This design comes from an exercise in tuning for small area, a short achievable clock period and few clock cycles on the open sky130 flow, not from production work.
Function not checked in this run: the RTL went through the layout flow alone.
Power figures rest on the tool's default switching activity, not on a simulated workload.

File: design/flow/design.v
`default_nettype none
package framing_pkg;
  localparam logic [7:0] start_byte  = 8'h7D;
  localparam logic [7:0] stop_byte   = 8'h7E;
  localparam logic [7:0] escape_byte = 8'h7F;
endpackage
`default_nettype wire
`timescale 1ns/1ps
`default_nettype none
import framing_pkg::*;
module lf_nand4 (input logic a, b, c, d, output logic y);
  assign y = !(a && b && c && d);
endmodule
module lf_nand4b (input logic an, b, c, d, output logic y);
  assign y = !(!an && b && c && d);
endmodule
module lf_nand3b (input logic an, b, c, output logic y);
  assign y = !(!an && b && c);
endmodule
module lf_nor2 (input logic a, b, output logic y);
  assign y = !(a || b);
endmodule
module lf_nor3 (input logic a, b, c, output logic y);
  assign y = !(a || b || c);
endmodule
module lf_nand2 (input logic a, b, output logic y);
  assign y = !(a && b);
endmodule
module lf_a21oi (input logic a1, a2, b1, output logic y);
  assign y = !((a1 && a2) || b1);
endmodule
module lf_o21ai (input logic a1, a2, b1, output logic y);
  assign y = !((a1 || a2) && b1);
endmodule
module link_framer_top (
  input  logic       aclk,
  input  logic       aresetn,
  input  logic       in_tvalid,
  output logic       in_tready,
  input  logic [7:0] in_tdata,
  input  logic       in_tlast,
  output logic       out_tvalid,
  input  logic       out_tready,
  output logic [7:0] out_tdata,
  output logic       out_tlast
);
  logic body;
  logic b;
  logic fresh;
  logic at_stop;
  logic at_start;
  assign fresh    = body && b;
  assign at_stop  = !body && b;
  assign at_start = !body && !b;
  logic hi_n;      
  logic esc1_n;    
  logic esc0_n;    
  logic pre_n;     
  logic low_zero;  
  logic keep1_n;   
  logic keep0_n;   
  logic go_n;      
  logic esc_now;   
  lf_nand4  u_hi    (.a(in_tdata[6]), .b(in_tdata[5]), .c(in_tdata[4]), .d(in_tdata[3]), .y(hi_n));
  lf_nand4b u_esc1  (.an(in_tdata[7]), .b(in_tdata[2]), .c(in_tdata[0]), .d(fresh), .y(esc1_n));
  lf_nand4b u_esc0  (.an(in_tdata[7]), .b(in_tdata[2]), .c(in_tdata[1]), .d(fresh), .y(esc0_n));
  lf_nand3b u_pre   (.an(in_tdata[7]), .b(in_tdata[2]), .c(fresh), .y(pre_n));
  lf_nor2   u_low   (.a(in_tdata[1]), .b(in_tdata[0]), .y(low_zero));
  lf_a21oi  u_keep1 (.a1(body), .a2(in_tdata[1]), .b1(at_stop), .y(keep1_n));
  lf_a21oi  u_keep0 (.a1(body), .a2(in_tdata[0]), .b1(at_start), .y(keep0_n));
  lf_nand2  u_go    (.a(out_tready), .b(body), .y(go_n));
  lf_o21ai  u_out1  (.a1(hi_n), .a2(esc1_n), .b1(keep1_n), .y(out_tdata[1]));
  lf_o21ai  u_out0  (.a1(hi_n), .a2(esc0_n), .b1(keep0_n), .y(out_tdata[0]));
  lf_nor3   u_esc   (.a(hi_n), .b(pre_n), .c(low_zero), .y(esc_now));
  lf_nor2   u_rdy   (.a(go_n), .b(esc_now), .y(in_tready));
  assign out_tdata[7]   = body && in_tdata[7];
  assign out_tdata[6:2] = in_tdata[6:2] | {5{!body}};
  assign out_tvalid     = in_tvalid || at_stop;
  assign out_tlast      = at_stop;
  always_ff @(posedge aclk or negedge aresetn) begin
    if (!aresetn) begin
      body <= 1'b0;
      b    <= 1'b0;
    end else if (out_tvalid && out_tready) begin
      case ({body, b})
        2'b00: begin
          body <= 1'b1;
          b    <= 1'b1;
        end
        2'b01: begin
          b <= 1'b0;
        end
        2'b11: begin
          body <= esc_now || !in_tlast;
          b    <= !esc_now;
        end
        default: begin
          body <= !in_tlast;
          b    <= 1'b1;
        end
      endcase
    end
  end
endmodule
`default_nettype wire
File: design/flow/flow/run.sh
#!/bin/bash
# The standard layout (the standard.sh) with extra ORFS settings:
# BUFFER_PORTS_ARGS="-buffer_cell sky130_fd_sc_hd__buf_1" RECOVER_POWER=100
# make's full output goes to standard.log; each ORFS step keeps its own log under orfs/logs.
set -euo pipefail
bash standard.sh BUFFER_PORTS_ARGS="-buffer_cell sky130_fd_sc_hd__buf_1" RECOVER_POWER=100 finish > standard.log 2>&1
File: design/flow/standard.sh
#!/bin/bash
# synth_recipe.tcl (not shown) runs the flow's synth.tcl, then flattens the netlist and writes it again
# the make line also repeats each setting of config.mk as NAME=value (left out here)
make -C /OpenROAD-flow-scripts/flow DESIGN_CONFIG=/design/flow/config.mk WORK_HOME=/design/flow/orfs CLKGATE_MAP_FILE= SYNTH_SCRIPT=/design/flow/synth_recipe.tcl "${@:-finish}"
File: design/flow/config.mk
export PLATFORM = sky130hd
export DESIGN_NAME = link_framer_top
export DESIGN_NICKNAME = link_framer_top
export VERILOG_FILES = /design/flow/design.v
export SDC_FILE = /design/flow/constraint.sdc
export NUM_CORES = 4
export LEC_CHECK = 0
export CAP_MARGIN = 20
export CORE_AREA = 3 3 39 39
export CTS_BUF_LIST = sky130_fd_sc_hd__clkbuf_1
export DIE_AREA = 0 0 42 42
export SETUP_SLACK_MARGIN = 2.0
export SLEW_MARGIN = 20
export SYNTH_HIERARCHICAL = 1
export SYNTH_MINIMUM_KEEP_SIZE = 0
File: design/flow/constraint.sdc
create_clock -name core_clock -period 4.5 [get_ports {aclk}]
set_input_delay 0.9000 -clock core_clock [delete_from_list [all_inputs] [get_ports {aclk}]]
set_output_delay 0.9000 -clock core_clock [all_outputs]
set_load 0.01 [all_outputs]
==> impl_results.md <==
* Synth area leader: dfrtp_1
* Layout area overhead at 49.34%
* Slew HR at 81.96%
* Share of cells above drive strength 1 at 13.43%
* Core region area at 1156 sq um
* Setup Viol. Count Final at 0
* Final hold vios at 0
* Ys async rst share at 100.0%
* Commonest cells in the netlist: 5 x nand2b_1, 4 x a21oi_1, 4 x nor2_1
* Critical path, cell by cell: clkbuf_1 -> nand3b_1 -> nor3_1 -> nor2_1 -> clkbuf_1
* Reg2Reg Depth at 8
* Die X at between 40 and 50 um
* Reg-to-reg startpoint: b$_DFFE_PN0P_
* Syn_area_per_cell at about 7.7 sq um
* Global-route wire length before repair at ~1.2 mm
* Antenna Cells at 0
* WL/cell at 10.11 um
* Worst setup path category: input port to output port
* Clock Skew at between 0.006 and 0.007 ns
* Largest stage delay, worst path at about 0.28 ns
* Worst VDD drop at roughly 0.18 mV
* Final Critical Period at between 2 and 3 ns
* Outcome: complete, no violations
* Final Wtd Congestion at approximately 0.79
* CTS Buf Count at 3
* Worst Hold Class: input port to asynchronous set/reset pin
* Post-synthesis register bit count at 2
* Routed Antenna Nets at 0
* Tcrit/Tclk final at 56.66%
* R2R Path End: body$_DFFE_PN0P_
* GRT Resource Usage Total at 8.657%
* Critical Path Fanout Max at 4
* Vias post-DR at approximately 360
* Final WL at 819 um
* Largest cells by area after synthesis: dfrtp_1 18%, ha_1 13%, nand2b_1 11%
* Max Fclk at around 400 MHz
* Final slew viol count at 0
* Most used DFF post-synth: dfrtp_1
* Top-count cell post-synth: nand2b_1
* Pwr/cell area at ~540 nW/um^2
* Share of the synthesized area in the top cell type at between 10% and 20%
* PortBufs at 23
* Vias in the first global route at 315
* Critical Path AT at 1.65 ns
* Worst-skew pair later-pin latency at approximately 0.2 ns
* Root buffer cell: clkbuf_1
* Hpwl dp at between 500 and 600 um
* Initial Util at around a quarter
* Clk sink count at 2
* RSZ-0062 raised after global routing: true
* Max Cap Viol at 0
* Post-synth EDFFs at 0
* Register area share after synthesis at between 10% and 20%
* Synth Warn # at 7
* CP Capture Type: output port
* Remaining DRCs at 0
* Critical Path Start Type: input port
* Initial DRT Pass Iterations at 4
* Final worst slack at 1.950 ns
* Clock Tree Buf Depth at 2
* Pre-CTS setup slack at slightly below 2 ns
* Hold_buf cts at 0
* Critical path's most frequent cell: clkbuf_1
* Crit path capture: in_tready
* Mapped Nets at 53
* Total global routing overflow at 0
* I/O pin cnt at 24
* Mapped Area at 284.0 sq um
* Die Y at between 40 and 50 um
* Fillers at roughly 130
* Critical Path Slowest Stage Cell: nor3_1
* Clock-pin transition on the worst setup and hold timing paths at ~0.05 ns
* Slew @ Worst Pin at about 0.27 ns
* Nets@finish at 85
* DIE AREA at about 1800 sq um
* Netlist cell types at 17
* CTS tree: built
* Worst R2R Setup Slack at roughly 2.8 ns
* Initial antenna violation count at 0
* Worst Path Required at 3.60 ns
* Synth Instances at 37
* Row Count at 12
* CP startpoint: in_tdata[7]
* Leakage at approximately 0.00016 uW
* Setup TNS at 0 ns
* H-tree Lvls at 1
* Number of vias per cell at around 4.5
* Pin count of the biggest net entering global routing at 13
* Initial DRC Count at 7
modules after synthesis (local to each module, per instance):
| module | times used | cells | area [sq um] | flip-flops and latches |
|---|---|---|---|---|
| link_framer_top | 1 | 25 | 203.9 | 2 |
| lf_nor3 | 1 | 1 | 10.01 | 0 |
| lf_a21oi | 2 | 1 | 8.758 | 0 |
| lf_nand4b | 2 | 1 | 8.758 | 0 |
| lf_nand3b | 1 | 1 | 7.507 | 0 |
| lf_nand4 | 1 | 1 | 6.256 | 0 |
| lf_o21ai | 2 | 1 | 5.005 | 0 |
| lf_nand2 | 1 | 1 | 3.754 | 0 |
| lf_nor2 | 2 | 1 | 3.754 | 0 |
flip-flops by register name, indices dropped and copies added (netlist names):
register / count
b: 1
body: 1
metrics by stage:
step	std cells	hold slack, ns	instance area [sq um]	total power (uW)	util [%]
after floorplan	37	0.5440	284.0	155.0	-
after global placement	74	0.6230	387.9	202.1	33.55
after detailed placement	74	0.6099	387.9	202.5	33.55
after CTS	78	0.4559	409.1	226.3	35.39
after global routing	81	0.4529	424.2	256.2	36.69
final	81	0.4744	424.2	230.9	36.69
worst min path at each step:
stage	start	endpoint	cells after the start	slack (ns)
2_1_floorplan	b$_DFFE_PN0P_	b$_DFFE_PN0P_	2	0.54
3_3_place_gp	b$_DFFE_PN0P_	b$_DFFE_PN0P_	2	0.62
3_5_place_dp	b$_DFFE_PN0P_	b$_DFFE_PN0P_	2	0.61
4_1_cts	aresetn	body$_DFFE_PN0P_	1	0.46
5_1_grt	aresetn	body$_DFFE_PN0P_	1	0.45
6_report	aresetn	body$_DFFE_PN0P_	1	0.47
logic make-up (layout without fill, tap and decap cells):
logic type	count (synthesis)	in the layout	share of synthesized area, %
AO/OA/AOI/OAI	10	10	22.03
adder cells (fa/ha/maj)	3	3	13.22
multiplexers	1	1	5.285
buffers and inverters	3	33	3.964
flip-flops	2	2	17.62
AND/OR/NAND/NOR	18	18	37.89
cell usage in the layout (no fill, tap or decap), types with 2 or more instances in the layout:
master,count
nand4b_1,2
a21oi_1,4
o21ai_0,2
buf_1,16
inv_1,3
nand2_1,2
nand2b_1,5
clkbuf_1,10
buf_4,4
ha_1,2
nor2_1,4
a21oi_2,3
power breakdown:
part	switching [uW]	internal (uW)	leakage [uW]	total, uW
sequential	12.4	28.0	0.0000222	40.4
clock	9.24	10.9	0.00000354	20.1
combinational	97.7	72.6	0.000130	170
total	119	112	0.000156	231
metal layers:
metal  GRT usage, %  share of wire, %
met1          10.54                43
met2          13.27                49
met3          2.146               7.3
met4          5.769                 0
met5              0                 0
critical path, delay by kind of cell:
family / cells / cell delay [ns]
buffers and inverters: 2 / 0.22
AND/OR/NAND/NOR: 3 / 0.53
repair_timing:
action,CTS,global route
setup buffers,1,3
gates resized for setup,2,12
endpoints found under the setup margin,3,2
pin swaps,3,3
gates cloned,0,0
area by class of cell:
cell class,instances,area [sq um],area share (%)
inverter,3,11.26,2.655
multi-input combinational,32,216.5,51.03
timing repair buffer,27,116.4,27.43
sequential,2,51.30,12.09
tap,14,17.52,4.130
clock buffer,3,11.26,2.655

[static timing again, ports no longer ideal]
No port has a modelled driver above. Below, the same layout with a new extraction and two added sets of constraints.
Step 1 sets driving cells, clkbuf_16 on the clock port and buf_2 on the other inputs (assumed; they add their load-dependent delay and slew).
Step 2 times the ports against the registers' clock, not the clock port: input delays grow and output delays shrink by t, the midpoint of the rising clock arrivals with the driver on.
Slacks: ideal / step 1 / step 2; pairs: ideal / step 1.
t (ns): 0.207
slack for setup (ns): 1.950 / 1.925 / 1.925
worst setup path at the end: input to output
After both steps this run still meets setup and hold. For this run, drivers alone change the setup slack by -0.025 ns; drivers and shift together by -0.025 ns.
